What follows belongs to an exercise in optimizing a design on an open flow for small area, a short achievable clock period and few clock cycles; a production flow would make more cautious choices. No functional check of the RTL was part of any run shown here. Power and IR drop assume default switching activity.

==> flow/design.v (outline; a module is shown in full before it is edited, if it fits) <==
// module dwconv_ctrl: 51 lines
// module channel_mac0: 845 lines
// module channel_mac1: 637 lines
// module channel_mac2: 571 lines
// module channel_mac3: 615 lines
// module channel_mac4: 527 lines
// module channel_mac5: 733 lines
// module channel_mac6: 815 lines
// module channel_mac7: 659 lines
// module dw_fa: 10 lines
// module dw_ha: 9 lines
// module requant_relu: 13 lines
// module requant_relu_cs: 17 lines
// module result_fifo: 16 lines
// module dwconv_top: 39 lines
module dwconv_top (
  input  logic                  clk,
  input  logic                  rstn,
  input  logic                  in_req,
  input  dwconv_pkg::window_t   in_data,
  output logic                  in_ack,
  output logic                  out_req,
  output dwconv_pkg::out_word_t out_data,
  input  logic                  out_ack
);
  // ...
==> flow/flow/run.sh <==
#!/bin/bash
# Standard layout (the standard.sh, standard synthesis included), except
# that the input and output port buffers are plain sky130_fd_sc_hd__buf_1
# cells rather than the delay cell that buffer_ports picks by default.
# Every port still gets its own buffer; the resizer may still upsize them.
set -e
export BUFFER_PORTS_ARGS="-buffer_cell sky130_fd_sc_hd__buf_1"
bash standard.sh > standard.log 2>&1
==> flow/standard.sh <==
#!/bin/bash
# synth_recipe.tcl (not shown) runs the flow's synth.tcl, then flattens the netlist and writes it again
# the make line also repeats each setting of config.mk as NAME=value (left out here)
make -C /OpenROAD-flow-scripts/flow DESIGN_CONFIG=/design/flow/config.mk WORK_HOME=/design/flow/orfs CLKGATE_MAP_FILE= SYNTH_SCRIPT=/design/flow/synth_recipe.tcl "${@:-finish}"
==> flow/config.mk <==
export PLATFORM = sky130hd
export DESIGN_NAME = dwconv_top
export DESIGN_NICKNAME = dwconv_top
export VERILOG_FILES = /design/flow/design.v
export SDC_FILE = /design/flow/constraint.sdc
export NUM_CORES = 4
export LEC_CHECK = 0
export CAP_MARGIN = 20
export CORE_MARGIN = 2
export CORE_UTILIZATION = 60
export CTS_CLUSTER_DIAMETER = 80
export CTS_CLUSTER_SIZE = 30
export SETUP_SLACK_MARGIN = 3.2
export SLEW_MARGIN = 20
export SYNTH_HIERARCHICAL = 1
export SYNTH_MINIMUM_KEEP_SIZE = 0
==> flow/constraint.sdc <==
create_clock -name core_clock -period 6.0 [get_ports {clk}]
set_input_delay 1.2000 -clock core_clock [delete_from_list [all_inputs] [get_ports {clk}]]
set_output_delay 1.2000 -clock core_clock [all_outputs]
set_load 0.01 [all_outputs]
==> flow_summary.html, run 1 <==
<table>
<tr><th>Metric</th><th>Value</th></tr>
<tr><th colspan="2">Drt</th></tr>
<tr><td>Sum of met2 wire segment lengths after detailed routing</td><td>48700 microns</td></tr>
<tr><td>Via count of the routed design</td><td>22212</td></tr>
<tr><td>WL final</td><td>91500 microns</td></tr>
<tr><td>Initial DRT Pass Iterations</td><td>5</td></tr>
<tr><td>DRC errors left</td><td>0</td></tr>
<tr><th colspan="2">Clocking</th></tr>
<tr><td>Clk Tree Root Cell</td><td>sky130_fd_sc_hd__clkbuf_16</td></tr>
<tr><td>Hold bufs inserted after CTS</td><td>0</td></tr>
<tr><th colspan="2">Pwr</th></tr>
<tr><td>Switching Power</td><td>9300 uW</td></tr>
<tr><td>PnR Total Power</td><td>23000 uW</td></tr>
<tr><td>Power Clock</td><td>3110 uW</td></tr>
<tr><td>Static Leakage</td><td>0.0196 uW</td></tr>
<tr><td>Combinational share of power</td><td>0.536</td></tr>
<tr><th colspan="2">Timing</th></tr>
<tr><td>Final worst hold slack</td><td>0.336 ns</td></tr>
<tr><td>Worst slew margin</td><td>0.376</td></tr>
<tr><td>Shortest period the worst path allows</td><td>2.73 ns</td></tr>
<tr><td>Worst Tran Pin Value</td><td>0.935 ns</td></tr>
<tr><td>Number of max-slew violations in the final report</td><td>0</td></tr>
<tr><th colspan="2">Min path</th></tr>
<tr><td>Min-Delay Endpoint</td><td>u_mac5.cs_n389</td></tr>
<tr><th colspan="2">Worst setup path</th></tr>
<tr><td>Series of cell instances along the critical path</td><td>buf_1 &gt; fa_1 &gt; fa_1 &gt; inv_1 &gt; fa_1</td></tr>
<tr><td>Most common cell type on the critical path</td><td>sky130_fd_sc_hd__fa_1</td></tr>
<tr><td>Worst EP arrival</td><td>3.20 ns</td></tr>
<tr><td>Crit Path Class</td><td>in -&gt; reg</td></tr>
<tr><td>Start of the worst register-to-register path</td><td>u_mac0.s1_n301</td></tr>
<tr><td>Maximum net fanout on the critical path</td><td>3</td></tr>
<tr><td>Critical Path Stages</td><td>5</td></tr>
<tr><td>Setup crit start kind</td><td>primary input</td></tr>
<tr><th colspan="2">Status</th></tr>
<tr><td>Run status</td><td>complete, no violations</td></tr>
<tr><th colspan="2">Floorplanning</th></tr>
<tr><td>Die area</td><td>72100 sq um</td></tr>
<tr><td>Row Count</td><td>96</td></tr>
<tr><td>Vertical die dimension</td><td>269 microns</td></tr>
<tr><td>Boundary pin count</td><td>646</td></tr>
<tr><th colspan="2">Finish</th></tr>
<tr><td>Share of final-layout standard cells stronger than drive strength 1</td><td>0.0422</td></tr>
<tr><td>Top flop regs</td><td>u_out.q (56), u_ctrl.g_lv.v (2)</td></tr>
<tr><td>Fin area</td><td>47000 sq um</td></tr>
<tr><td>Area of the multi-input gates</td><td>26000 sq um</td></tr>
<tr><td>Most frequent standard cell in the layout excluding fill and tap cells</td><td>sky130_fd_sc_hd__fa_1</td></tr>
<tr><td>Register ranked first by flip-flop count</td><td>u_out.q</td></tr>
<tr><th colspan="2">GRT</th></tr>
<tr><td>Met1 Resource Use GR</td><td>0.335</td></tr>
<tr><td>Most crowded layer after global routing</td><td>met2</td></tr>
<tr><td>Via count of the first global-routing pass</td><td>26511</td></tr>
<tr><th colspan="2">Logic synthesis</th></tr>
<tr><td>Synthesized area</td><td>42000 sq um</td></tr>
<tr><td>Post-synthesis cell count</td><td>2763</td></tr>
<tr><th colspan="2">Flow run</th></tr>
<tr><td>Max-capacitance violation count</td><td>0</td></tr>
<tr><th colspan="2">Placement</th></tr>
<tr><td>Port Buffer Count</td><td>629</td></tr>
</table>
==> inputs of run 2 (changes only) <==
--- a/flow/design.v
+++ b/flow/design.v
@@ -59,16 +59,18 @@
 endmodule
 `default_nettype wire
 `default_nettype none
 module channel_mac0 (
   input  logic        clk,
   input  logic [71:0] win,
   output logic [6:0]  q
 );
+  logic signed [9:0] wg0;
+  assign wg0 = $signed(win[55:48]) + $signed(win[71:64]) - $signed(win[7:0]) - $signed(win[23:16]);
   logic n1;
   logic n2;
   logic n3;
   logic n4;
   logic n5;
   logic n6;
   logic n7;
   logic n8;
@@ -361,547 +363,298 @@
   logic n295;
   logic n296;
   logic n297;
   logic n298;
   logic n299;
   logic n300;
   logic n301;
   logic n302;
-  logic n303;
-  logic n304;
-  logic n305;
-  logic n306;
-  logic n307;
-  logic n308;
-  logic n309;
-  logic n310;
-  logic n311;
-  logic n312;
-  logic n313;
-  logic n314;
-  logic n315;
-  logic n316;
-  logic n317;
-  logic n318;
-  logic n319;
-  logic n320;
-  logic n321;
-  logic n322;
-  logic n323;
-  logic n324;
-  logic n325;
-  logic n326;
-  logic n327;
-  logic n328;
-  logic n329;
-  logic n330;
-  logic n331;
-  logic n332;
-  logic n333;
-  logic n334;
-  logic n335;
-  logic n336;
-  logic n337;
-  logic n338;
-  logic n339;
-  logic n340;
-  logic n341;
-  logic n342;
-  logic n343;
-  logic n344;
-  logic n345;
-  logic n346;
-  logic n347;
-  logic n348;
-  logic n349;
-  logic n350;
-  logic n351;
-  logic n352;
-  logic n353;
-  logic n354;
-  logic n355;
-  logic n356;
-  logic n357;
-  logic n358;
-  logic n359;
-  logic n360;
-  logic n361;
-  logic n362;
-  logic n363;
-  logic n364;
-  logic n365;
-  logic n366;
-  logic n367;
-  logic n368;
-  logic n369;
-  logic n370;
-  logic n371;
-  logic n372;
-  logic n373;
-  logic n374;
-  logic n375;
-  logic n376;
-  logic n377;
-  logic n378;
-  logic n379;
-  logic n380;
-  logic n381;
-  logic n382;
-  logic n383;
-  logic n384;
-  logic n385;
-  logic n386;
-  logic n387;
-  logic n388;
-  logic n389;
-  logic n390;
-  logic n391;
-  logic n392;
-  logic n393;
-  logic n394;
-  logic n395;
-  logic n396;
-  logic n397;
-  logic n398;
-  logic n399;
-  logic n400;
-  logic n401;
-  logic n402;
-  logic n403;
-  logic n404;
-  logic n405;
-  logic n406;
-  logic n407;
-  logic n408;
-  logic n409;
-  logic n410;
-  logic n411;
-  logic n412;
-  logic n413;
-  logic n414;
-  logic n415;
-  logic n416;
-  logic n417;
-  logic n418;
-  logic n419;
-  logic n420;
-  logic n421;
-  logic n422;
-  logic n423;
-  logic n424;
-  logic n425;
-  logic n426;
-  logic n427;
-  logic n428;
-  logic n429;
-  logic n430;
-  logic n431;
-  logic n432;
-  logic n433;
-  logic n434;
-  logic n435;
-  logic n436;
-  logic n437;
-  logic n438;
-  logic n439;
-  logic n440;
-  logic n441;
-  logic n442;
-  logic n443;
-  logic n444;
-  logic n445;
-  logic n446;
-  logic n447;
-  logic n448;
-  logic n449;
-  logic n450;
-  logic n451;
-  logic n452;
-  logic n453;
-  logic n454;
-  logic n455;
-  logic n456;
-  logic s1_n263;
-  logic s1_n264;
-  logic s1_n265;
-  logic s1_n266;
-  logic s1_n267;
-  logic s1_n268;
-  logic s1_n269;
-  logic s1_n270;
-  logic s1_n271;
-  logic s1_n272;
-  logic s1_n273;
-  logic s1_n274;
-  logic s1_n275;
-  logic s1_n276;
-  logic s1_n277;
-  logic s1_n278;
-  logic s1_n279;
-  logic s1_n280;
-  logic s1_n281;
-  logic s1_n282;
-  logic s1_n283;
-  logic s1_n284;
-  logic s1_n285;
-  logic s1_n286;
-  logic s1_n287;
-  logic s1_n288;
-  logic s1_n289;
-  logic s1_n290;
-  logic s1_n291;
-  logic s1_n292;
-  logic s1_n293;
-  logic s1_n294;
-  logic s1_n295;
-  logic s1_n296;
-  logic s1_n297;
-  logic s1_n298;
-  logic s1_n299;
-  logic s1_n300;
-  logic s1_n301;
-  logic s1_n302;
-  logic s1_n303;
-  logic s1_n304;
-  logic s1_n305;
-  logic s1_n306;
-  logic s1_n307;
-  logic s1_n308;
-  logic s1_n309;
-  logic s1_n310;
-  logic s1_n311;
-  logic s1_n312;
-  logic s1_n313;
-  logic s1_n314;
-  logic s1_n315;
-  logic s1_n316;
-  logic s1_n317;
-  logic s1_n318;
-  logic s1_n319;
-  logic s1_n320;
-  logic s1_n321;
-  logic s1_n322;
-  logic s1_n323;
-  logic s1_n324;
-  logic s1_n325;
-  logic s1_n326;
-  logic s1_n327;
-  logic s1_n328;
-  logic s1_n329;
-  logic s1_n330;
-  logic s1_n331;
-  logic cs_n434;
-  logic cs_n435;
-  logic cs_n436;
-  logic cs_n437;
-  logic cs_n438;
-  logic cs_n439;
-  logic cs_n440;
-  logic cs_n441;
-  logic cs_n442;
-  logic cs_n443;
-  logic cs_n444;
-  logic cs_n445;
-  logic cs_n446;
-  logic cs_n447;
-  logic cs_n448;
-  logic cs_n449;
-  logic cs_n450;
-  logic cs_n451;
-  logic cs_n452;
-  logic cs_n453;
-  logic cs_n454;
-  logic cs_n455;
-  logic cs_n456;
-  dw_fa u_n1 (.a(win[0]), .b(win[8]), .c(win[16]), .s(n1), .co(n2));
-  dw_fa u_n3 (.a(win[32]), .b(win[48]), .c(win[56]), .s(n3), .co(n4));
-  dw_ha u_n5 (.a(win[64]), .b(~n1), .s(n5), .co(n6));
-  dw_fa u_n7 (.a(win[1]), .b(win[9]), .c(win[17]), .s(n7), .co(n8));
-  dw_fa u_n9 (.a(win[33]), .b(win[49]), .c(win[57]), .s(n9), .co(n10));
-  dw_fa u_n11 (.a(win[24]), .b(n2), .c(n7), .s(n11), .co(n12));
-  dw_fa u_n13 (.a(win[65]), .b(n4), .c(n9), .s(n13), .co(n14));
-  dw_ha u_n15 (.a(~n6), .b(n11), .s(n15), .co(n16));
-  dw_fa u_n17 (.a(win[2]), .b(win[10]), .c(win[18]), .s(n17), .co(n18));
-  dw_fa u_n19 (.a(win[25]), .b(win[48]), .c(win[64]), .s(n19), .co(n20));
-  dw_fa u_n21 (.a(win[0]), .b(win[8]), .c(win[16]), .s(n21), .co(n22));
-  dw_fa u_n23 (.a(win[34]), .b(win[32]), .c(win[50]), .s(n23), .co(n24));
-  dw_ha u_n25 (.a(win[58]), .b(win[66]), .s(n25), .co(n26));
-  dw_fa u_n27 (.a(n8), .b(n17), .c(n19), .s(n27), .co(n28));
-  dw_fa u_n29 (.a(n25), .b(n10), .c(n21), .s(n29), .co(n30));
-  dw_fa u_n31 (.a(n23), .b(n14), .c(n29), .s(n31), .co(n32));
-  dw_fa u_n33 (.a(n12), .b(n27), .c(n16), .s(n33), .co(n34));
-  dw_fa u_n35 (.a(win[3]), .b(win[11]), .c(win[19]), .s(n35), .co(n36));
-  dw_fa u_n37 (.a(win[26]), .b(win[24]), .c(win[49]), .s(n37), .co(n38));
-  dw_fa u_n39 (.a(win[1]), .b(win[9]), .c(win[17]), .s(n39), .co(n40));
-  dw_fa u_n41 (.a(win[35]), .b(win[33]), .c(win[40]), .s(n41), .co(n42));
-  dw_fa u_n43 (.a(win[51]), .b(win[59]), .c(win[56]), .s(n43), .co(n44));
-  dw_ha u_n45 (.a(win[67]), .b(~win[65]), .s(n45), .co(n46));
-  dw_fa u_n47 (.a(n18), .b(n20), .c(n35), .s(n47), .co(n48));
-  dw_fa u_n49 (.a(n26), .b(n45), .c(n22), .s(n49), .co(n50));
-  dw_fa u_n51 (.a(n24), .b(n39), .c(n41), .s(n51), .co(n52));
-  dw_fa u_n53 (.a(n37), .b(n28), .c(n47), .s(n53), .co(n54));
-  dw_fa u_n55 (.a(n43), .b(n30), .c(n49), .s(n55), .co(n56));
-  dw_fa u_n57 (.a(win[4]), .b(win[12]), .c(win[8]), .s(n57), .co(n58));
-  dw_fa u_n59 (.a(win[20]), .b(win[27]), .c(win[25]), .s(n59), .co(n60));
-  dw_fa u_n61 (.a(win[50]), .b(win[48]), .c(win[66]), .s(n61), .co(n62));
-  dw_fa u_n63 (.a(win[2]), .b(win[0]), .c(win[10]), .s(n63), .co(n64));
-  dw_fa u_n65 (.a(win[18]), .b(win[16]), .c(win[36]), .s(n65), .co(n66));
-  dw_fa u_n67 (.a(win[34]), .b(win[41]), .c(win[52]), .s(n67), .co(n68));
-  dw_fa u_n69 (.a(win[60]), .b(win[57]), .c(win[68]), .s(n69), .co(n70));
-  dw_fa u_n71 (.a(win[64]), .b(n36), .c(n38), .s(n71), .co(n72));
-  dw_fa u_n73 (.a(n57), .b(n59), .c(n61), .s(n73), .co(n74));
-  dw_fa u_n75 (.a(n46), .b(n40), .c(n42), .s(n75), .co(n76));
-  dw_fa u_n77 (.a(n44), .b(n63), .c(n65), .s(n77), .co(n78));
-  dw_fa u_n79 (.a(n67), .b(n69), .c(n50), .s(n79), .co(n80));
-  dw_fa u_n81 (.a(n48), .b(n71), .c(n73), .s(n81), .co(n82));
-  dw_fa u_n83 (.a(n52), .b(n75), .c(n77), .s(n83), .co(n84));
-  dw_fa u_n85 (.a(win[5]), .b(win[13]), .c(win[9]), .s(n85), .co(n86));
-  dw_fa u_n87 (.a(win[21]), .b(win[28]), .c(win[26]), .s(n87), .co(n88));
-  dw_fa u_n89 (.a(win[51]), .b(win[49]), .c(win[56]), .s(n89), .co(n90));
-  dw_fa u_n91 (.a(win[3]), .b(win[1]), .c(win[11]), .s(n91), .co(n92));
-  dw_fa u_n93 (.a(win[19]), .b(win[17]), .c(win[37]), .s(n93), .co(n94));
-  dw_fa u_n95 (.a(win[35]), .b(win[42]), .c(win[53]), .s(n95), .co(n96));
-  dw_fa u_n97 (.a(win[61]), .b(win[58]), .c(win[69]), .s(n97), .co(n98));
-  assign n99 = ~(win[67] ^ win[65]);
-  assign n100 = win[67] | win[65];
-  dw_fa u_n101 (.a(n99), .b(n58), .c(n60), .s(n101), .co(n102));
-  dw_fa u_n103 (.a(n62), .b(n85), .c(n87), .s(n103), .co(n104));
-  dw_fa u_n105 (.a(n64), .b(n66), .c(n68), .s(n105), .co(n106));
-  dw_fa u_n107 (.a(n70), .b(n91), .c(n93), .s(n107), .co(n108));
-  dw_fa u_n109 (.a(~n89), .b(n95), .c(n97), .s(n109), .co(n110));
-  dw_fa u_n111 (.a(n72), .b(n74), .c(n101), .s(n111), .co(n112));
-  dw_fa u_n113 (.a(n76), .b(n78), .c(n105), .s(n113), .co(n114));
-  dw_fa u_n115 (.a(~n103), .b(n107), .c(n109), .s(n115), .co(n116));
-  dw_fa u_n117 (.a(win[6]), .b(win[14]), .c(win[10]), .s(n117), .co(n118));
-  dw_fa u_n119 (.a(win[22]), .b(win[29]), .c(win[27]), .s(n119), .co(n120));
-  dw_fa u_n121 (.a(win[52]), .b(win[50]), .c(win[57]), .s(n121), .co(n122));
-  dw_fa u_n123 (.a(win[4]), .b(win[2]), .c(win[12]), .s(n123), .co(n124));
-  dw_fa u_n125 (.a(win[8]), .b(win[20]), .c(win[18]), .s(n125), .co(n126));
-  dw_fa u_n127 (.a(win[38]), .b(win[36]), .c(win[43]), .s(n127), .co(n128));
-  dw_fa u_n129 (.a(win[54]), .b(win[62]), .c(win[59]), .s(n129), .co(n130));
-  dw_fa u_n131 (.a(~win[70]), .b(win[68]), .c(win[66]), .s(n131), .co(n132));
-  dw_fa u_n133 (.a(n100), .b(n86), .c(n88), .s(n133), .co(n134));
-  dw_fa u_n135 (.a(n90), .b(n117), .c(n119), .s(n135), .co(n136));
-  dw_fa u_n137 (.a(n92), .b(n94), .c(n96), .s(n137), .co(n138));
-  dw_fa u_n139 (.a(n98), .b(n123), .c(n125), .s(n139), .co(n140));
-  dw_fa u_n141 (.a(~n121), .b(n127), .c(n129), .s(n141), .co(n142));
-  dw_fa u_n143 (.a(n131), .b(n102), .c(n104), .s(n143), .co(n144));
-  dw_fa u_n145 (.a(n106), .b(n108), .c(n137), .s(n145), .co(n146));
-  dw_fa u_n147 (.a(n110), .b(n139), .c(n141), .s(n147), .co(n148));
-  dw_fa u_n149 (.a(win[11]), .b(win[30]), .c(win[28]), .s(n149), .co(n150));
-  dw_fa u_n151 (.a(win[39]), .b(win[55]), .c(win[53]), .s(n151), .co(n152));
-  dw_fa u_n153 (.a(win[51]), .b(win[63]), .c(win[58]), .s(n153), .co(n154));
-  dw_fa u_n155 (.a(win[71]), .b(win[69]), .c(win[67]), .s(n155), .co(n156));
-  dw_fa u_n157 (.a(win[7]), .b(win[5]), .c(win[3]), .s(n157), .co(n158));
-  dw_fa u_n159 (.a(win[15]), .b(win[13]), .c(win[9]), .s(n159), .co(n160));
-  dw_fa u_n161 (.a(win[23]), .b(win[21]), .c(win[19]), .s(n161), .co(n162));
-  dw_fa u_n163 (.a(win[37]), .b(win[44]), .c(win[60]), .s(n163), .co(n164));
-  dw_fa u_n165 (.a(n118), .b(n120), .c(n122), .s(n165), .co(n166));
-  dw_fa u_n167 (.a(n132), .b(n149), .c(n151), .s(n167), .co(n168));
-  dw_fa u_n169 (.a(n124), .b(n126), .c(n128), .s(n169), .co(n170));
-  dw_fa u_n171 (.a(n130), .b(n157), .c(n159), .s(n171), .co(n172));
-  dw_fa u_n173 (.a(n153), .b(n155), .c(~n161), .s(n173), .co(n174));
-  dw_fa u_n175 (.a(n134), .b(n136), .c(n165), .s(n175), .co(n176));
-  dw_fa u_n177 (.a(n163), .b(n138), .c(n140), .s(n177), .co(n178));
-  dw_fa u_n179 (.a(n169), .b(n142), .c(n171), .s(n179), .co(n180));
-  dw_fa u_n181 (.a(win[12]), .b(win[29]), .c(win[54]), .s(n181), .co(n182));
-  dw_fa u_n183 (.a(win[52]), .b(win[59]), .c(win[70]), .s(n183), .co(n184));
-  dw_fa u_n185 (.a(win[6]), .b(win[4]), .c(win[14]), .s(n185), .co(n186));
-  dw_fa u_n187 (.a(win[10]), .b(win[22]), .c(win[20]), .s(n187), .co(n188));
-  dw_fa u_n189 (.a(win[31]), .b(win[38]), .c(win[45]), .s(n189), .co(n190));
-  dw_fa u_n191 (.a(win[68]), .b(n150), .c(n152), .s(n191), .co(n192));
-  dw_fa u_n193 (.a(n154), .b(n156), .c(n181), .s(n193), .co(n194));
-  dw_fa u_n195 (.a(win[61]), .b(n158), .c(n160), .s(n195), .co(n196));
-  dw_fa u_n197 (.a(n162), .b(n164), .c(n185), .s(n197), .co(n198));
-  dw_fa u_n199 (.a(~n183), .b(n187), .c(n189), .s(n199), .co(n200));
-  dw_fa u_n201 (.a(n166), .b(n168), .c(n191), .s(n201), .co(n202));
-  dw_fa u_n203 (.a(n170), .b(n172), .c(n195), .s(n203), .co(n204));
-  dw_fa u_n205 (.a(n174), .b(n193), .c(~n197), .s(n205), .co(n206));
-  dw_fa u_n207 (.a(win[7]), .b(win[15]), .c(win[13]), .s(n207), .co(n208));
-  dw_fa u_n209 (.a(win[23]), .b(win[30]), .c(win[39]), .s(n209), .co(n210));
-  dw_fa u_n211 (.a(win[53]), .b(win[60]), .c(win[69]), .s(n211), .co(n212));
-  dw_fa u_n213 (.a(win[5]), .b(win[11]), .c(win[21]), .s(n213), .co(n214));
-  dw_fa u_n215 (.a(win[46]), .b(win[55]), .c(win[62]), .s(n215), .co(n216));
-  dw_fa u_n217 (.a(n182), .b(n184), .c(n207), .s(n217), .co(n218));
-  dw_fa u_n219 (.a(win[71]), .b(n186), .c(n188), .s(n219), .co(n220));
-  dw_fa u_n221 (.a(n190), .b(n213), .c(n215), .s(n221), .co(n222));
-  dw_fa u_n223 (.a(n209), .b(n211), .c(n192), .s(n223), .co(n224));
-  dw_fa u_n225 (.a(n196), .b(n198), .c(n219), .s(n225), .co(n226));
-  dw_fa u_n227 (.a(n194), .b(~n200), .c(n217), .s(n227), .co(n228));
-  dw_fa u_n229 (.a(win[14]), .b(win[47]), .c(win[54]), .s(n229), .co(n230));
-  dw_fa u_n231 (.a(win[63]), .b(win[61]), .c(win[70]), .s(n231), .co(n232));
-  dw_fa u_n233 (.a(win[6]), .b(win[12]), .c(win[22]), .s(n233), .co(n234));
-  dw_fa u_n235 (.a(n208), .b(n210), .c(n212), .s(n235), .co(n236));
-  dw_fa u_n237 (.a(win[31]), .b(n214), .c(n216), .s(n237), .co(n238));
-  assign n239 = ~(n229 ^ n231);
-  assign n240 = n229 | n231;
-  dw_fa u_n241 (.a(n239), .b(n218), .c(n235), .s(n241), .co(n242));
-  dw_fa u_n243 (.a(n233), .b(n220), .c(n222), .s(n243), .co(n244));
-  dw_fa u_n245 (.a(win[7]), .b(win[23]), .c(win[62]), .s(n245), .co(n246));
-  dw_fa u_n247 (.a(win[15]), .b(win[13]), .c(win[55]), .s(n247), .co(n248));
-  dw_fa u_n249 (.a(n230), .b(n232), .c(n245), .s(n249), .co(n250));
-  dw_fa u_n251 (.a(win[71]), .b(n234), .c(n247), .s(n251), .co(n252));
-  assign n253 = ~(n240 ^ n236);
-  assign n254 = n240 | n236;
-  dw_fa u_n255 (.a(n238), .b(~n249), .c(n251), .s(n255), .co(n256));
-  dw_fa u_n257 (.a(win[14]), .b(win[63]), .c(n248), .s(n257), .co(n258));
-  dw_fa u_n259 (.a(n246), .b(n250), .c(~n252), .s(n259), .co(n260));
-  dw_ha u_n261 (.a(win[15]), .b(~n258), .s(n261), .co(n262));
-  assign n332 = s1_n263 ^ s1_n264;
-  assign n333 = s1_n263 | s1_n264;
-  dw_fa u_n334 (.a(s1_n265), .b(~s1_n266), .c(n333), .s(n334), .co(n335));
-  dw_fa u_n336 (.a(s1_n267), .b(~s1_n268), .c(n335), .s(n336), .co(n337));
-  dw_fa u_n338 (.a(s1_n269), .b(s1_n270), .c(s1_n271), .s(n338), .co(n339));
-  dw_fa u_n340 (.a(s1_n272), .b(s1_n273), .c(~n338), .s(n340), .co(n341));
-  dw_ha u_n342 (.a(~n337), .b(n340), .s(n342), .co(n343));
-  dw_fa u_n344 (.a(s1_n274), .b(s1_n275), .c(s1_n278), .s(n344), .co(n345));
-  dw_fa u_n346 (.a(s1_n276), .b(s1_n277), .c(~n339), .s(n346), .co(n347));
-  dw_fa u_n348 (.a(~n344), .b(n341), .c(n346), .s(n348), .co(n349));
-  dw_fa u_n350 (.a(s1_n279), .b(s1_n281), .c(s1_n283), .s(n350), .co(n351));
-  dw_fa u_n352 (.a(s1_n280), .b(s1_n282), .c(~s1_n284), .s(n352), .co(n353));
-  dw_fa u_n354 (.a(n345), .b(n350), .c(~n352), .s(n354), .co(n355));
-  dw_ha u_n356 (.a(n347), .b(~n354), .s(n356), .co(n357));
-  dw_fa u_n358 (.a(s1_n285), .b(s1_n286), .c(s1_n287), .s(n358), .co(n359));
-  dw_fa u_n360 (.a(s1_n288), .b(s1_n290), .c(s1_n291), .s(n360), .co(n361));
-  dw_fa u_n362 (.a(s1_n289), .b(n353), .c(n358), .s(n362), .co(n363));
-  dw_fa u_n364 (.a(s1_n292), .b(n351), .c(n360), .s(n364), .co(n365));
-  dw_fa u_n366 (.a(~n362), .b(n364), .c(n355), .s(n366), .co(n367));
-  dw_fa u_n368 (.a(s1_n293), .b(s1_n294), .c(s1_n295), .s(n368), .co(n369));
-  dw_fa u_n370 (.a(s1_n296), .b(s1_n298), .c(s1_n299), .s(n370), .co(n371));
-  dw_fa u_n372 (.a(s1_n297), .b(n359), .c(n368), .s(n372), .co(n373));
-  dw_fa u_n374 (.a(s1_n300), .b(n361), .c(n370), .s(n374), .co(n375));
-  dw_fa u_n376 (.a(n363), .b(~n365), .c(n372), .s(n376), .co(n377));
-  assign n378 = n374 ^ n367;
-  assign n379 = n374 | n367;
-  dw_fa u_n380 (.a(s1_n302), .b(s1_n305), .c(s1_n307), .s(n380), .co(n381));
-  dw_fa u_n382 (.a(s1_n301), .b(s1_n303), .c(s1_n304), .s(n382), .co(n383));
-  dw_fa u_n384 (.a(s1_n306), .b(n371), .c(n382), .s(n384), .co(n385));
-  dw_fa u_n386 (.a(n369), .b(n380), .c(n373), .s(n386), .co(n387));
-  dw_fa u_n388 (.a(n375), .b(n384), .c(~n377), .s(n388), .co(n389));
-  dw_ha u_n390 (.a(n386), .b(~n379), .s(n390), .co(n391));
-  dw_fa u_n392 (.a(s1_n309), .b(s1_n311), .c(s1_n313), .s(n392), .co(n393));
-  dw_fa u_n394 (.a(s1_n308), .b(s1_n310), .c(s1_n312), .s(n394), .co(n395));
-  dw_fa u_n396 (.a(s1_n314), .b(n381), .c(n392), .s(n396), .co(n397));
-  dw_fa u_n398 (.a(n383), .b(n394), .c(n385), .s(n398), .co(n399));
-  dw_fa u_n400 (.a(n396), .b(n387), .c(~n398), .s(n400), .co(n401));
-  dw_ha u_n402 (.a(~n389), .b(n400), .s(n402), .co(n403));
-  dw_fa u_n404 (.a(s1_n316), .b(s1_n318), .c(s1_n320), .s(n404), .co(n405));
-  dw_fa u_n406 (.a(s1_n315), .b(s1_n317), .c(s1_n319), .s(n406), .co(n407));
-  dw_fa u_n408 (.a(n393), .b(~n395), .c(n404), .s(n408), .co(n409));
-  dw_fa u_n410 (.a(~n406), .b(n397), .c(n408), .s(n410), .co(n411));
-  dw_fa u_n412 (.a(~n399), .b(n410), .c(n401), .s(n412), .co(n413));
-  dw_fa u_n414 (.a(s1_n321), .b(s1_n322), .c(~s1_n323), .s(n414), .co(n415));
-  dw_fa u_n416 (.a(s1_n324), .b(~n405), .c(n407), .s(n416), .co(n417));
-  dw_fa u_n418 (.a(n414), .b(n409), .c(~n416), .s(n418), .co(n419));
-  dw_ha u_n420 (.a(n411), .b(n418), .s(n420), .co(n421));
-  dw_fa u_n422 (.a(s1_n325), .b(~s1_n326), .c(s1_n327), .s(n422), .co(n423));
-  dw_fa u_n424 (.a(s1_n328), .b(n415), .c(~n422), .s(n424), .co(n425));
-  dw_fa u_n426 (.a(~n417), .b(n424), .c(n419), .s(n426), .co(n427));
-  dw_fa u_n428 (.a(s1_n329), .b(s1_n330), .c(~n423), .s(n428), .co(n429));
-  dw_ha u_n430 (.a(n425), .b(n428), .s(n430), .co(n431));
-  dw_ha u_n432 (.a(s1_n331), .b(n429), .s(n432), .co(n433));
+  logic s1_n141;
+  logic s1_n142;
+  logic s1_n143;
+  logic s1_n144;
+  logic s1_n145;
+  logic s1_n146;
+  logic s1_n147;
+  logic s1_n148;
+  logic s1_n149;
+  logic s1_n150;
+  logic s1_n151;
+  logic s1_n152;
+  logic s1_n153;
+  logic s1_n154;
+  logic s1_n155;
+  logic s1_n156;
+  logic s1_n157;
+  logic s1_n158;
+  logic s1_n159;
+  logic s1_n160;
+  logic s1_n161;
+  logic s1_n162;
+  logic s1_n163;
+  logic s1_n164;
+  logic s1_n165;
+  logic s1_n166;
+  logic s1_n167;
+  logic s1_n168;
+  logic s1_n169;
+  logic s1_n170;
+  logic s1_n171;
+  logic s1_n172;
+  logic s1_n173;
+  logic s1_n174;
+  logic s1_n175;
+  logic s1_n176;
+  logic s1_n177;
+  logic s1_n178;
+  logic s1_n179;
+  logic s1_n180;
+  logic s1_n181;
+  logic s1_n182;
+  logic s1_n183;
+  logic s1_n184;
+  logic s1_n185;
+  logic s1_n186;
+  logic s1_n187;
+  logic s1_n188;
+  logic s1_n189;
+  logic s1_n190;
+  logic s1_n191;
+  logic s1_n192;
+  logic s1_n193;
+  logic s1_n194;
+  logic s1_n195;
+  logic s1_n196;
+  logic s1_n197;
+  logic s1_n198;
+  logic s1_n199;
+  logic s1_n200;
+  logic cs_n281;
+  logic cs_n282;
+  logic cs_n283;
+  logic cs_n284;
+  logic cs_n285;
+  logic cs_n286;
+  logic cs_n287;
+  logic cs_n288;
+  logic cs_n289;
+  logic cs_n290;
+  logic cs_n291;
+  logic cs_n292;
+  logic cs_n293;
+  logic cs_n294;
+  logic cs_n295;
+  logic cs_n296;
+  logic cs_n297;
+  logic cs_n298;
+  logic cs_n299;
+  logic cs_n300;
+  logic cs_n301;
+  logic cs_n302;
+  dw_fa u_n1 (.a(~win[8]), .b(win[32]), .c(win[56]), .s(n1), .co(n2));
+  dw_fa u_n3 (.a(win[9]), .b(win[24]), .c(~win[33]), .s(n3), .co(n4));
+  dw_fa u_n5 (.a(win[57]), .b(n2), .c(~n3), .s(n5), .co(n6));
+  dw_fa u_n7 (.a(win[8]), .b(win[34]), .c(win[32]), .s(n7), .co(n8));
+  assign n9 = ~(win[10] ^ win[25]);
+  assign n10 = win[10] | win[25];
+  dw_fa u_n11 (.a(~win[58]), .b(n9), .c(n4), .s(n11), .co(n12));
+  dw_fa u_n13 (.a(n7), .b(n6), .c(wg0[2]), .s(n13), .co(n14));
+  dw_ha u_n15 (.a(n11), .b(wg0[0]), .s(n15), .co(n16));
+  dw_fa u_n17 (.a(win[11]), .b(win[26]), .c(win[24]), .s(n17), .co(n18));
+  dw_fa u_n19 (.a(win[9]), .b(win[35]), .c(win[33]), .s(n19), .co(n20));
+  dw_fa u_n21 (.a(win[40]), .b(win[59]), .c(win[56]), .s(n21), .co(n22));
+  dw_fa u_n23 (.a(n8), .b(n19), .c(n21), .s(n23), .co(n24));
+  dw_fa u_n25 (.a(n10), .b(n17), .c(n12), .s(n25), .co(n26));
+  dw_fa u_n27 (.a(n23), .b(wg0[3]), .c(~wg0[1]), .s(n27), .co(n28));
+  dw_fa u_n29 (.a(win[12]), .b(win[8]), .c(win[27]), .s(n29), .co(n30));
+  dw_fa u_n31 (.a(win[10]), .b(win[36]), .c(win[34]), .s(n31), .co(n32));
+  dw_fa u_n33 (.a(win[41]), .b(win[60]), .c(win[57]), .s(n33), .co(n34));
+  dw_fa u_n35 (.a(win[25]), .b(n18), .c(n29), .s(n35), .co(n36));
+  dw_fa u_n37 (.a(n20), .b(n22), .c(n31), .s(n37), .co(n38));
+  dw_fa u_n39 (.a(n35), .b(wg0[2]), .c(wg0[0]), .s(n39), .co(n40));
+  dw_fa u_n41 (.a(n33), .b(n24), .c(n37), .s(n41), .co(n42));
+  dw_fa u_n43 (.a(win[13]), .b(win[9]), .c(win[28]), .s(n43), .co(n44));
+  dw_fa u_n45 (.a(win[11]), .b(win[37]), .c(win[35]), .s(n45), .co(n46));
+  dw_fa u_n47 (.a(win[42]), .b(win[61]), .c(win[58]), .s(n47), .co(n48));
+  dw_fa u_n49 (.a(win[26]), .b(win[56]), .c(n30), .s(n49), .co(n50));
+  dw_fa u_n51 (.a(n32), .b(n34), .c(n45), .s(n51), .co(n52));
+  dw_fa u_n53 (.a(n43), .b(n36), .c(n49), .s(n53), .co(n54));
+  dw_fa u_n55 (.a(n47), .b(n38), .c(n51), .s(n55), .co(n56));
+  dw_fa u_n57 (.a(~wg0[5]), .b(wg0[3]), .c(wg0[1]), .s(n57), .co(n58));
+  dw_fa u_n59 (.a(win[14]), .b(win[10]), .c(win[29]), .s(n59), .co(n60));
+  dw_fa u_n61 (.a(win[12]), .b(win[8]), .c(win[38]), .s(n61), .co(n62));
+  dw_fa u_n63 (.a(win[36]), .b(win[43]), .c(win[62]), .s(n63), .co(n64));
+  dw_fa u_n65 (.a(win[27]), .b(~win[59]), .c(win[57]), .s(n65), .co(n66));
+  dw_fa u_n67 (.a(n46), .b(n48), .c(n61), .s(n67), .co(n68));
+  dw_fa u_n69 (.a(n44), .b(n59), .c(n65), .s(n69), .co(n70));
+  dw_fa u_n71 (.a(n63), .b(n52), .c(n67), .s(n71), .co(n72));
+  dw_fa u_n73 (.a(n50), .b(n69), .c(wg0[4]), .s(n73), .co(n74));
+  dw_fa u_n75 (.a(win[11]), .b(win[30]), .c(win[28]), .s(n75), .co(n76));
+  dw_fa u_n77 (.a(win[39]), .b(win[63]), .c(win[58]), .s(n77), .co(n78));
+  dw_fa u_n79 (.a(win[15]), .b(win[13]), .c(win[9]), .s(n79), .co(n80));
+  dw_fa u_n81 (.a(win[37]), .b(win[44]), .c(win[60]), .s(n81), .co(n82));
+  dw_fa u_n83 (.a(n60), .b(n66), .c(n75), .s(n83), .co(n84));
+  dw_fa u_n85 (.a(n62), .b(n64), .c(n79), .s(n85), .co(n86));
+  dw_fa u_n87 (.a(n77), .b(n70), .c(n83), .s(n87), .co(n88));
+  dw_fa u_n89 (.a(n81), .b(n68), .c(n85), .s(n89), .co(n90));
+  dw_fa u_n91 (.a(~wg0[7]), .b(wg0[5]), .c(wg0[3]), .s(n91), .co(n92));
+  dw_fa u_n93 (.a(win[12]), .b(win[29]), .c(win[59]), .s(n93), .co(n94));
+  dw_fa u_n95 (.a(win[14]), .b(win[10]), .c(win[31]), .s(n95), .co(n96));
+  dw_fa u_n97 (.a(win[38]), .b(win[45]), .c(win[61]), .s(n97), .co(n98));
+  dw_fa u_n99 (.a(n76), .b(n78), .c(n93), .s(n99), .co(n100));
+  dw_fa u_n101 (.a(n80), .b(n82), .c(n95), .s(n101), .co(n102));
+  dw_fa u_n103 (.a(n97), .b(n86), .c(n101), .s(n103), .co(n104));
+  dw_fa u_n105 (.a(n84), .b(n99), .c(wg0[6]), .s(n105), .co(n106));
+  dw_fa u_n107 (.a(win[15]), .b(win[13]), .c(win[30]), .s(n107), .co(n108));
+  dw_fa u_n109 (.a(win[11]), .b(win[46]), .c(win[62]), .s(n109), .co(n110));
+  dw_fa u_n111 (.a(win[39]), .b(win[60]), .c(n94), .s(n111), .co(n112));
+  dw_fa u_n113 (.a(n96), .b(n98), .c(n109), .s(n113), .co(n114));
+  dw_fa u_n115 (.a(n107), .b(n100), .c(n111), .s(n115), .co(n116));
+  dw_fa u_n117 (.a(wg0[9]), .b(wg0[7]), .c(wg0[5]), .s(n117), .co(n118));
+  dw_fa u_n119 (.a(win[14]), .b(win[47]), .c(win[63]), .s(n119), .co(n120));
+  dw_ha u_n121 (.a(win[12]), .b(win[31]), .s(n121), .co(n122));
+  dw_fa u_n123 (.a(win[61]), .b(n108), .c(n119), .s(n123), .co(n124));
+  dw_fa u_n125 (.a(n121), .b(n110), .c(n114), .s(n125), .co(n126));
+  dw_fa u_n127 (.a(n112), .b(n123), .c(wg0[8]), .s(n127), .co(n128));
+  dw_ha u_n129 (.a(win[15]), .b(win[13]), .s(n129), .co(n130));
+  dw_fa u_n131 (.a(~win[62]), .b(n122), .c(n129), .s(n131), .co(n132));
+  dw_fa u_n133 (.a(n120), .b(~n131), .c(n124), .s(n133), .co(n134));
+  dw_fa u_n135 (.a(win[14]), .b(win[63]), .c(n130), .s(n135), .co(n136));
+  dw_fa u_n137 (.a(n132), .b(n135), .c(~wg0[8]), .s(n137), .co(n138));
+  dw_fa u_n139 (.a(~win[15]), .b(n136), .c(wg0[9]), .s(n139), .co(n140));
+  assign n201 = s1_n141 ^ s1_n142;
+  assign n202 = s1_n141 | s1_n142;
+  dw_fa u_n203 (.a(s1_n143), .b(s1_n144), .c(n202), .s(n203), .co(n204));
+  dw_fa u_n205 (.a(s1_n145), .b(~s1_n146), .c(n204), .s(n205), .co(n206));
+  dw_fa u_n207 (.a(s1_n147), .b(s1_n148), .c(~s1_n149), .s(n207), .co(n208));
+  dw_fa u_n209 (.a(s1_n150), .b(~n207), .c(n206), .s(n209), .co(n210));
+  dw_fa u_n211 (.a(s1_n151), .b(s1_n153), .c(s1_n154), .s(n211), .co(n212));
+  dw_fa u_n213 (.a(s1_n152), .b(s1_n155), .c(n208), .s(n213), .co(n214));
+  dw_ha u_n215 (.a(~n211), .b(n213), .s(n215), .co(n216));
+  dw_fa u_n217 (.a(s1_n157), .b(s1_n158), .c(s1_n160), .s(n217), .co(n218));
+  dw_fa u_n219 (.a(s1_n156), .b(s1_n159), .c(n212), .s(n219), .co(n220));
+  dw_fa u_n221 (.a(n217), .b(n214), .c(~n219), .s(n221), .co(n222));
+  dw_fa u_n223 (.a(s1_n162), .b(s1_n163), .c(s1_n166), .s(n223), .co(n224));
+  dw_fa u_n225 (.a(s1_n161), .b(s1_n164), .c(s1_n165), .s(n225), .co(n226));
+  dw_fa u_n227 (.a(s1_n167), .b(n218), .c(n223), .s(n227), .co(n228));
+  dw_fa u_n229 (.a(n225), .b(n220), .c(~n227), .s(n229), .co(n230));
+  dw_fa u_n231 (.a(s1_n169), .b(s1_n170), .c(s1_n172), .s(n231), .co(n232));
+  dw_fa u_n233 (.a(s1_n168), .b(s1_n171), .c(n226), .s(n233), .co(n234));
+  dw_fa u_n235 (.a(n224), .b(n231), .c(n228), .s(n235), .co(n236));
+  dw_ha u_n237 (.a(~n233), .b(n235), .s(n237), .co(n238));
+  dw_fa u_n239 (.a(s1_n174), .b(s1_n175), .c(s1_n178), .s(n239), .co(n240));
+  dw_fa u_n241 (.a(s1_n173), .b(s1_n176), .c(s1_n177), .s(n241), .co(n242));
+  dw_fa u_n243 (.a(s1_n179), .b(n232), .c(n239), .s(n243), .co(n244));
+  dw_fa u_n245 (.a(n241), .b(n234), .c(~n243), .s(n245), .co(n246));
+  dw_ha u_n247 (.a(n236), .b(~n245), .s(n247), .co(n248));
+  dw_fa u_n249 (.a(s1_n183), .b(s1_n184), .c(s1_n185), .s(n249), .co(n250));
+  dw_fa u_n251 (.a(s1_n180), .b(s1_n181), .c(s1_n182), .s(n251), .co(n252));
+  dw_fa u_n253 (.a(n240), .b(~n242), .c(n249), .s(n253), .co(n254));
+  dw_fa u_n255 (.a(~n251), .b(n244), .c(n253), .s(n255), .co(n256));
+  dw_ha u_n257 (.a(~n246), .b(n255), .s(n257), .co(n258));
+  dw_fa u_n259 (.a(s1_n186), .b(s1_n187), .c(s1_n189), .s(n259), .co(n260));
+  dw_fa u_n261 (.a(s1_n190), .b(n250), .c(n259), .s(n261), .co(n262));
+  dw_fa u_n263 (.a(s1_n188), .b(n252), .c(~n254), .s(n263), .co(n264));
+  dw_fa u_n265 (.a(n261), .b(n256), .c(~n263), .s(n265), .co(n266));
+  dw_fa u_n267 (.a(s1_n192), .b(s1_n194), .c(s1_n195), .s(n267), .co(n268));
+  dw_fa u_n269 (.a(s1_n191), .b(s1_n193), .c(~n260), .s(n269), .co(n270));
+  dw_fa u_n271 (.a(n267), .b(n262), .c(~n269), .s(n271), .co(n272));
+  dw_ha u_n273 (.a(~n264), .b(n271), .s(n273), .co(n274));
+  dw_fa u_n275 (.a(s1_n196), .b(~s1_n197), .c(n268), .s(n275), .co(n276));
+  dw_fa u_n277 (.a(~n270), .b(n275), .c(n272), .s(n277), .co(n278));
+  dw_fa u_n279 (.a(s1_n198), .b(s1_n199), .c(~n276), .s(n279), .co(n280));
   always_ff @(posedge clk) begin
-    s1_n263 <= n3;
-    s1_n264 <= n5;
-    s1_n265 <= n13;
-    s1_n266 <= n15;
-    s1_n267 <= n31;
-    s1_n268 <= n33;
-    s1_n269 <= n51;
-    s1_n270 <= n32;
-    s1_n271 <= n55;
-    s1_n272 <= n53;
-    s1_n273 <= n34;
-    s1_n274 <= n56;
-    s1_n275 <= n79;
-    s1_n276 <= n54;
-    s1_n277 <= n81;
-    s1_n278 <= n83;
-    s1_n279 <= n80;
-    s1_n280 <= n82;
-    s1_n281 <= n84;
-    s1_n282 <= n111;
-    s1_n283 <= n113;
-    s1_n284 <= n115;
-    s1_n285 <= n133;
-    s1_n286 <= n135;
-    s1_n287 <= n112;
-    s1_n288 <= n114;
-    s1_n289 <= n143;
-    s1_n290 <= n145;
-    s1_n291 <= n116;
-    s1_n292 <= n147;
-    s1_n293 <= n167;
-    s1_n294 <= n173;
-    s1_n295 <= n144;
-    s1_n296 <= n146;
-    s1_n297 <= n175;
-    s1_n298 <= n177;
-    s1_n299 <= n148;
-    s1_n300 <= n179;
-    s1_n301 <= n199;
-    s1_n302 <= n176;
-    s1_n303 <= n178;
-    s1_n304 <= n180;
-    s1_n305 <= n201;
-    s1_n306 <= n203;
-    s1_n307 <= n205;
-    s1_n308 <= n221;
-    s1_n309 <= n202;
-    s1_n310 <= n204;
-    s1_n311 <= n223;
-    s1_n312 <= n225;
-    s1_n313 <= n206;
-    s1_n314 <= n227;
-    s1_n315 <= n237;
-    s1_n316 <= n224;
-    s1_n317 <= n226;
-    s1_n318 <= n241;
-    s1_n319 <= n243;
-    s1_n320 <= n228;
-    s1_n321 <= n253;
-    s1_n322 <= n242;
-    s1_n323 <= n244;
-    s1_n324 <= n255;
-    s1_n325 <= n257;
-    s1_n326 <= n254;
-    s1_n327 <= n256;
-    s1_n328 <= n259;
-    s1_n329 <= n260;
-    s1_n330 <= n261;
-    s1_n331 <= n262;
-    cs_n434 <= n343;
-    cs_n435 <= n348;
-    cs_n436 <= n349;
-    cs_n437 <= n356;
-    cs_n438 <= n357;
-    cs_n439 <= n366;
-    cs_n440 <= n376;
-    cs_n441 <= n378;
-    cs_n442 <= n388;
-    cs_n443 <= n390;
-    cs_n444 <= n391;
-    cs_n445 <= n402;
-    cs_n446 <= n403;
-    cs_n447 <= n412;
-    cs_n448 <= n413;
-    cs_n449 <= n420;
-    cs_n450 <= n421;
-    cs_n451 <= n426;
-    cs_n452 <= n427;
-    cs_n453 <= n430;
-    cs_n454 <= n431;
-    cs_n455 <= n432;
-    cs_n456 <= n433;
+    s1_n141 <= wg0[0];
+    s1_n142 <= n1;
+    s1_n143 <= wg0[1];
+    s1_n144 <= n5;
+    s1_n145 <= n13;
+    s1_n146 <= n15;
+    s1_n147 <= n16;
+    s1_n148 <= n25;
+    s1_n149 <= n14;
+    s1_n150 <= n27;
+    s1_n151 <= wg0[4];
+    s1_n152 <= n26;
+    s1_n153 <= n41;
+    s1_n154 <= n28;
+    s1_n155 <= n39;
+    s1_n156 <= n42;
+    s1_n157 <= n53;
+    s1_n158 <= n40;
+    s1_n159 <= n55;
+    s1_n160 <= n57;
+    s1_n161 <= wg0[6];
+    s1_n162 <= wg0[2];
+    s1_n163 <= n54;
+    s1_n164 <= n56;
+    s1_n165 <= n71;
+    s1_n166 <= n58;
+    s1_n167 <= n73;
+    s1_n168 <= n72;
+    s1_n169 <= n74;
+    s1_n170 <= n87;
+    s1_n171 <= n89;
+    s1_n172 <= n91;
+    s1_n173 <= wg0[8];
+    s1_n174 <= wg0[4];
+    s1_n175 <= n88;
+    s1_n176 <= n90;
+    s1_n177 <= n103;
+    s1_n178 <= n92;
+    s1_n179 <= n105;
+    s1_n180 <= n102;
+    s1_n181 <= n113;
+    s1_n182 <= n104;
+    s1_n183 <= n115;
+    s1_n184 <= n106;
+    s1_n185 <= n117;
+    s1_n186 <= wg0[6];
+    s1_n187 <= n116;
+    s1_n188 <= n125;
+    s1_n189 <= n118;
+    s1_n190 <= n127;
+    s1_n191 <= wg0[9];
+    s1_n192 <= wg0[7];
+    s1_n193 <= n126;
+    s1_n194 <= n133;
+    s1_n195 <= n128;
+    s1_n196 <= n134;
+    s1_n197 <= n137;
+    s1_n198 <= n138;
+    s1_n199 <= n139;
+    s1_n200 <= n140;
+    cs_n281 <= n210;
+    cs_n282 <= n215;
+    cs_n283 <= n216;
+    cs_n284 <= n221;
+    cs_n285 <= n222;
+    cs_n286 <= n229;
+    cs_n287 <= n230;
+    cs_n288 <= n237;
+    cs_n289 <= n238;
+    cs_n290 <= n247;
+    cs_n291 <= n248;
+    cs_n292 <= n257;
+    cs_n293 <= n258;
+    cs_n294 <= n265;
+    cs_n295 <= n266;
+    cs_n296 <= n273;
+    cs_n297 <= n274;
+    cs_n298 <= n277;
+    cs_n299 <= n278;
+    cs_n300 <= n279;
+    cs_n301 <= s1_n200;
+    cs_n302 <= n280;
   end
   logic [15:0] rx, ry;
   logic signed [15:0] s;
-  assign rx = {1'b1, cs_n454, cs_n452, cs_n450, cs_n448, cs_n446, cs_n444, ~cs_n442, cs_n440, cs_n438, cs_n436, cs_n434, 1'b0, 1'b0, 1'b0, 1'b0};
-  assign ry = {cs_n456, cs_n455, cs_n453, cs_n451, cs_n449, cs_n447, cs_n445, cs_n443, cs_n441, ~cs_n439, cs_n437, cs_n435, 1'b0, 1'b0, 1'b0, 1'b0};
+  assign rx = {1'b1, ~cs_n301, cs_n299, cs_n297, cs_n295, cs_n293, cs_n291, cs_n289, ~cs_n287, cs_n285, cs_n283, ~cs_n281, 1'b0, 1'b0, 1'b0, 1'b0};
+  assign ry = {1'b0, ~cs_n302, ~cs_n300, cs_n298, cs_n296, cs_n294, cs_n292, cs_n290, cs_n288, ~cs_n286, cs_n284, cs_n282, 1'b0, 1'b0, 1'b0, 1'b0};
   logic [7:0] lo;
   logic [4:0] h0, h1;
   assign lo = {1'b0, rx[10:4]} + {1'b0, ry[10:4]};
   assign h0 = rx[15:11] + ry[15:11];
   assign h1 = rx[15:11] + ry[15:11] + 5'd1;
   requant_relu_cs #(.WH(5)) u_rq (.lo(lo), .h0(h0), .h1(h1), .q(q));
 endmodule
 module channel_mac1 (
==> run 2 against run 1 <==
Effect of this change: sequential share of layout area shrank 0.27 points; clock-buffer cell count is the same; largest power group unchanged; critical path depth grew 8; via count grew 0.43%; highest routed layer unchanged.
==> flow_summary.html, run 2 <==
<table>
<tr><th>Metric</th><th>Value</th></tr>
<tr><th colspan="2">Worst setup path</th></tr>
<tr><td>Maximum net fanout on the critical path</td><td>2 (-1)</td></tr>
<tr><td>Setup crit start kind</td><td>primary input</td></tr>
<tr><td>Crit Path Class</td><td>in -&gt; reg</td></tr>
<tr><td>Crit path capture type</td><td>flip-flop</td></tr>
<tr><td>Required time at the worst-slack endpoint</td><td>6.46 ns</td></tr>
<tr><td>Worst EP arrival</td><td>4.27 ns (+1.07 ns)</td></tr>
<tr><th colspan="2">Timing</th></tr>
<tr><td>Share of the clock period used by the worst path</td><td>0.636</td></tr>
<tr><td>Setup-violating endpoint count in the final report</td><td>0</td></tr>
<tr><td>Final hold violation count</td><td>0</td></tr>
<tr><td>Worst slew margin</td><td>0.403 (+0.0268)</td></tr>
<tr><td>Setup_tns</td><td>0 ns</td></tr>
<tr><td>Shortest period the worst path allows</td><td>3.82 ns (+1.09 ns)</td></tr>
<tr><td>Worst setup slack after layout</td><td>2.18 ns</td></tr>
<tr><td>Clk_skew</td><td>0.0193 ns</td></tr>
<tr><td>Worst Tran Pin Value</td><td>0.895 ns (-0.0402 ns)</td></tr>
<tr><td>Highest clock frequency the design can meet</td><td>0.262 GHz</td></tr>
<tr><td>Setup repair after global routing missed its margin</td><td>yes</td></tr>
<tr><td>Number of max-slew violations in the final report</td><td>0 (unchanged)</td></tr>
<tr><th colspan="2">Finish</th></tr>
<tr><td>Register ranked first by flip-flop count</td><td>u_out.q</td></tr>
<tr><td>Share of final-layout standard cells stronger than drive strength 1</td><td>0.0635 (+0.0212)</td></tr>
<tr><td>Number of flip-flops in the largest register</td><td>56</td></tr>
<tr><td>Total number of nets in the final design</td><td>5211</td></tr>
<tr><td>Top flop regs</td><td>u_out.q (56), u_ctrl.g_lv.v (2)</td></tr>
<tr><td>Most frequent standard cell in the layout excluding fill and tap cells</td><td>sky130_fd_sc_hd__fa_1</td></tr>
<tr><td>Commonest cells after routing, fill and taps aside</td><td>917 x sky130_fd_sc_hd__fa_1, 624 x sky130_fd_sc_hd__buf_1, 623 x sky130_fd_sc_hd__dfxtp_1</td></tr>
<tr><td>Final cell count without fillers</td><td>4368</td></tr>
<tr><td>Signed area change from the synthesized netlist to the final layout</td><td>13.3%</td></tr>
<tr><th colspan="2">Drt</th></tr>
<tr><td>Via count of the routed design</td><td>22308 (+0.43%)</td></tr>
<tr><td>Detailed router's first-iteration violation count</td><td>1045</td></tr>
<tr><td>Initial DRT Pass Iterations</td><td>5 (unchanged)</td></tr>
<tr><td>WL final</td><td>90900 microns (-0.69%)</td></tr>
<tr><td>DRT antenna net count</td><td>0</td></tr>
<tr><td>DRC errors left</td><td>0 (unchanged)</td></tr>
<tr><td>Ratio of routed vias to standard cells</td><td>5.11</td></tr>
<tr><td>Routed len/inst</td><td>20.8 microns</td></tr>
<tr><th colspan="2">Min path</th></tr>
<tr><td>Hold Path Class</td><td>reg -&gt; reg</td></tr>
<tr><th colspan="2">Clocking</th></tr>
<tr><td>Clock slew at reported path FFs</td><td>0.10 ns</td></tr>
<tr><td>CTS Buf Count</td><td>36</td></tr>
<tr><td>CTS HTree Levels</td><td>2</td></tr>
<tr><td>Clk sink count</td><td>680</td></tr>
<tr><td>Clk Latency, worst-skew pair</td><td>0.58 ns</td></tr>
<tr><td>Hold bufs inserted after CTS</td><td>0 (unchanged)</td></tr>
<tr><td>Bufs on Longest Clock Path</td><td>3</td></tr>
<tr><td>Clk Tree Root Cell</td><td>sky130_fd_sc_hd__clkbuf_16</td></tr>
<tr><td>TritonCTS clock tree</td><td>done</td></tr>
<tr><th colspan="2">Floorplanning</th></tr>
<tr><td>Core Box Area</td><td>68200 sq um</td></tr>
<tr><td>Boundary pin count</td><td>646 (unchanged)</td></tr>
<tr><td>Die area</td><td>70700 sq um (-1.9%)</td></tr>
<tr><td>Row Count</td><td>96 (unchanged)</td></tr>
<tr><td>Die extent in x</td><td>266 microns</td></tr>
<tr><td>Effective utilization at floorplan</td><td>0.604</td></tr>
<tr><td>Vertical die dimension</td><td>266 microns (-0.95%)</td></tr>
<tr><th colspan="2">GRT</th></tr>
<tr><td>GRT Total Usage</td><td>0.268</td></tr>
<tr><td>Met2 Usage GRT</td><td>0.484</td></tr>
<tr><td>Met1 Resource Use GR</td><td>0.333 (-0.00147)</td></tr>
<tr><td>Largest net degree at the start of global routing</td><td>59</td></tr>
<tr><td>Overflow after GRT</td><td>0</td></tr>
<tr><td>Most crowded layer after global routing</td><td>met2</td></tr>
<tr><td>Antenna violations before repair</td><td>3</td></tr>
<tr><td>Via count of the first global-routing pass</td><td>26386 (-0.47%)</td></tr>
<tr><td>GR Layer Usage met3</td><td>0.0505</td></tr>
<tr><td>Global-route wire length before repair</td><td>142000 microns</td></tr>
<tr><th colspan="2">Pwr</th></tr>
<tr><td>Pwr per Cell Area</td><td>495 nW/um^2</td></tr>
<tr><td>VDD IR-drop max</td><td>0.281 mV</td></tr>
<tr><td>Static Leakage</td><td>0.0195 uW (-0.35%)</td></tr>
<tr><th colspan="2">Logic synthesis</th></tr>
<tr><td>Average size of a mapped cell</td><td>14.9 sq um</td></tr>
<tr><td>Post-synthesis cell count</td><td>2768 (+0.18%)</td></tr>
<tr><td>Syn. warnings</td><td>16</td></tr>
<tr><td>Synthesized area</td><td>41200 sq um (-1.9%)</td></tr>
<tr><th colspan="2">Placement</th></tr>
<tr><td>HPWL after detailed placement</td><td>80500 microns</td></tr>
<tr><td>Port Buffer Count</td><td>629 (unchanged)</td></tr>
<tr><td>Worst slack after detailed placement</td><td>1.59 ns</td></tr>
<tr><td>Placer congestion estimate</td><td>0.997</td></tr>
<tr><td>Placed Cells</td><td>4278</td></tr>
<tr><th colspan="2">Status</th></tr>
<tr><td>Run status</td><td>complete, no violations</td></tr>
<tr><th colspan="2">Flow run</th></tr>
<tr><td>Max-capacitance violation count</td><td>0 (unchanged)</td></tr>
</table>
==> run 2: cell types whose count changed in the layout (fill, tap and decap cells not counted), moves of 5 or more <==
cell / delta
sky130_fd_sc_hd__fa_1: -61
sky130_fd_sc_hd__inv_2: +7
sky130_fd_sc_hd__nand2_1: +5
sky130_fd_sc_hd__diode_2: -7
sky130_fd_sc_hd__inv_1: +15
sky130_fd_sc_hd__buf_4: +14
sky130_fd_sc_hd__dfxtp_1: -12
sky130_fd_sc_hd__ha_4: +8
sky130_fd_sc_hd__fa_2: +13
sky130_fd_sc_hd__ha_1: -5
sky130_fd_sc_hd__buf_6: +11
sky130_fd_sc_hd__buf_1: -5
==> run 2: layout make-up <==
| class | instances | area (sq um) |
|---|---|---|
| Timing Repair Buffer | 653 | 2610 |
| Sequential cell | 680 | 14200 |
| Clock buffer | 44 | 962 |
| Multi-Input combinational cell | 1628 | 25700 |
| Clock inverter | 19 | 327 |
| Tap cell | 882 | 1100 |
| Antenna cell | 3 | 7.51 |
| Fill cell | 4949 | 21600 |
| Inverter | 459 | 1720 |
==> run 2: timing repair <==
action | in CTS | in global routing
setup buffers | 20 | 4
pin swaps | 35 | 7
endpoints found under the hold margin | 0 | 0
resized for setup | 50 | 19
setup endpoints to repair | 28 | 38
==> run 2: worst paths after layout <==
kind / cells past startpoint / slack (ns) / from / end
max: 13 / 2.18 / in_data[16] / u_mac0.s1_n197
min reg2reg: 0 / 0.34 / u_mac1.s1_n245 / u_mac1.cs_n332
min: 0 / 0.34 / u_mac1.s1_n245 / u_mac1.cs_n332
max reg2reg: 9 / 3.36 / u_mac3.cs_n314 / u_out.q[25]
==> run 2: metrics by stage <==
stage          hold slack (ns)  total power [uW]  area [sq um]   util
2_1_floorplan            0.310             16400         41400      -
3_3_place_gp             0.312             19500         44800  0.657
3_5_place_dp             0.314             20100         44800  0.657
4_1_cts                  0.338             23400         46500  0.682
5_1_grt                  0.350             25600         46600  0.684
6_report                 0.339             23100         46600  0.684
==> run 2: where the power goes <==
part           internal, uW  leakage [uW]  total, uW  switching (uW)
Sequential             6670       0.00571       7480             815
Clock                  1310      0.000617       2960            1650
Combinational          5760        0.0132      12600            6890
==> run 2: critical path, stage by stage <==
cell	delay, ns
sky130_fd_sc_hd__buf_1	0.09
sky130_fd_sc_hd__inv_2	0.04
sky130_fd_sc_hd__fa_1	0.51
sky130_fd_sc_hd__inv_1	0.06
sky130_fd_sc_hd__fa_1	0.51
sky130_fd_sc_hd__inv_2	0.06
sky130_fd_sc_hd__ha_4	0.16
sky130_fd_sc_hd__fa_2	0.38
sky130_fd_sc_hd__a21oi_4	0.21
sky130_fd_sc_hd__o2111ai_2	0.13
sky130_fd_sc_hd__a31o_4	0.29
sky130_fd_sc_hd__xnor2_2	0.19
sky130_fd_sc_hd__fa_2	0.45
==> run 2: per-layer routing <==
| layer | wire [microns] | part of all wire |
|---|---|---|
| met1 | 34800 | 0.38 |
| met2 | 48300 | 0.53 |
| met3 | 5270 | 0.058 |
| met4 | 2420 | 0.027 |
| met5 | 0 | 0 |

## afterwards: timing with drivers on the ports
The flow's constraints put no driver on any port. The routed layouts listed below were extracted and timed again, unchanged, in two steps. Step 1 assumes that a clkbuf_16 drives the clock port and a buf_2 every other input. Step 2 also shifts input and output timing later by t, the mid clock arrival at the registers, as if the neighbouring blocks saw the same clock. Three values: ideal ports, drivers, drivers and shift; two values: the first two.
| run | t, ns | slack for setup (ns) | hold slack, ns |
|---|---|---|---|
| run 1 | 0.649 | 3.273 / 3.295 / 2.646 | 0.336 / 0.336 / 0.336 |
| run 2 | 0.641 | 2.182 / 2.218 / 1.577 | 0.339 / 0.339 / 0.339 |
After both steps setup and hold are still met in every run listed. The setup slack of run 1, which loses most, moves by +0.022 ns with the drivers and by -0.627 ns with both steps.
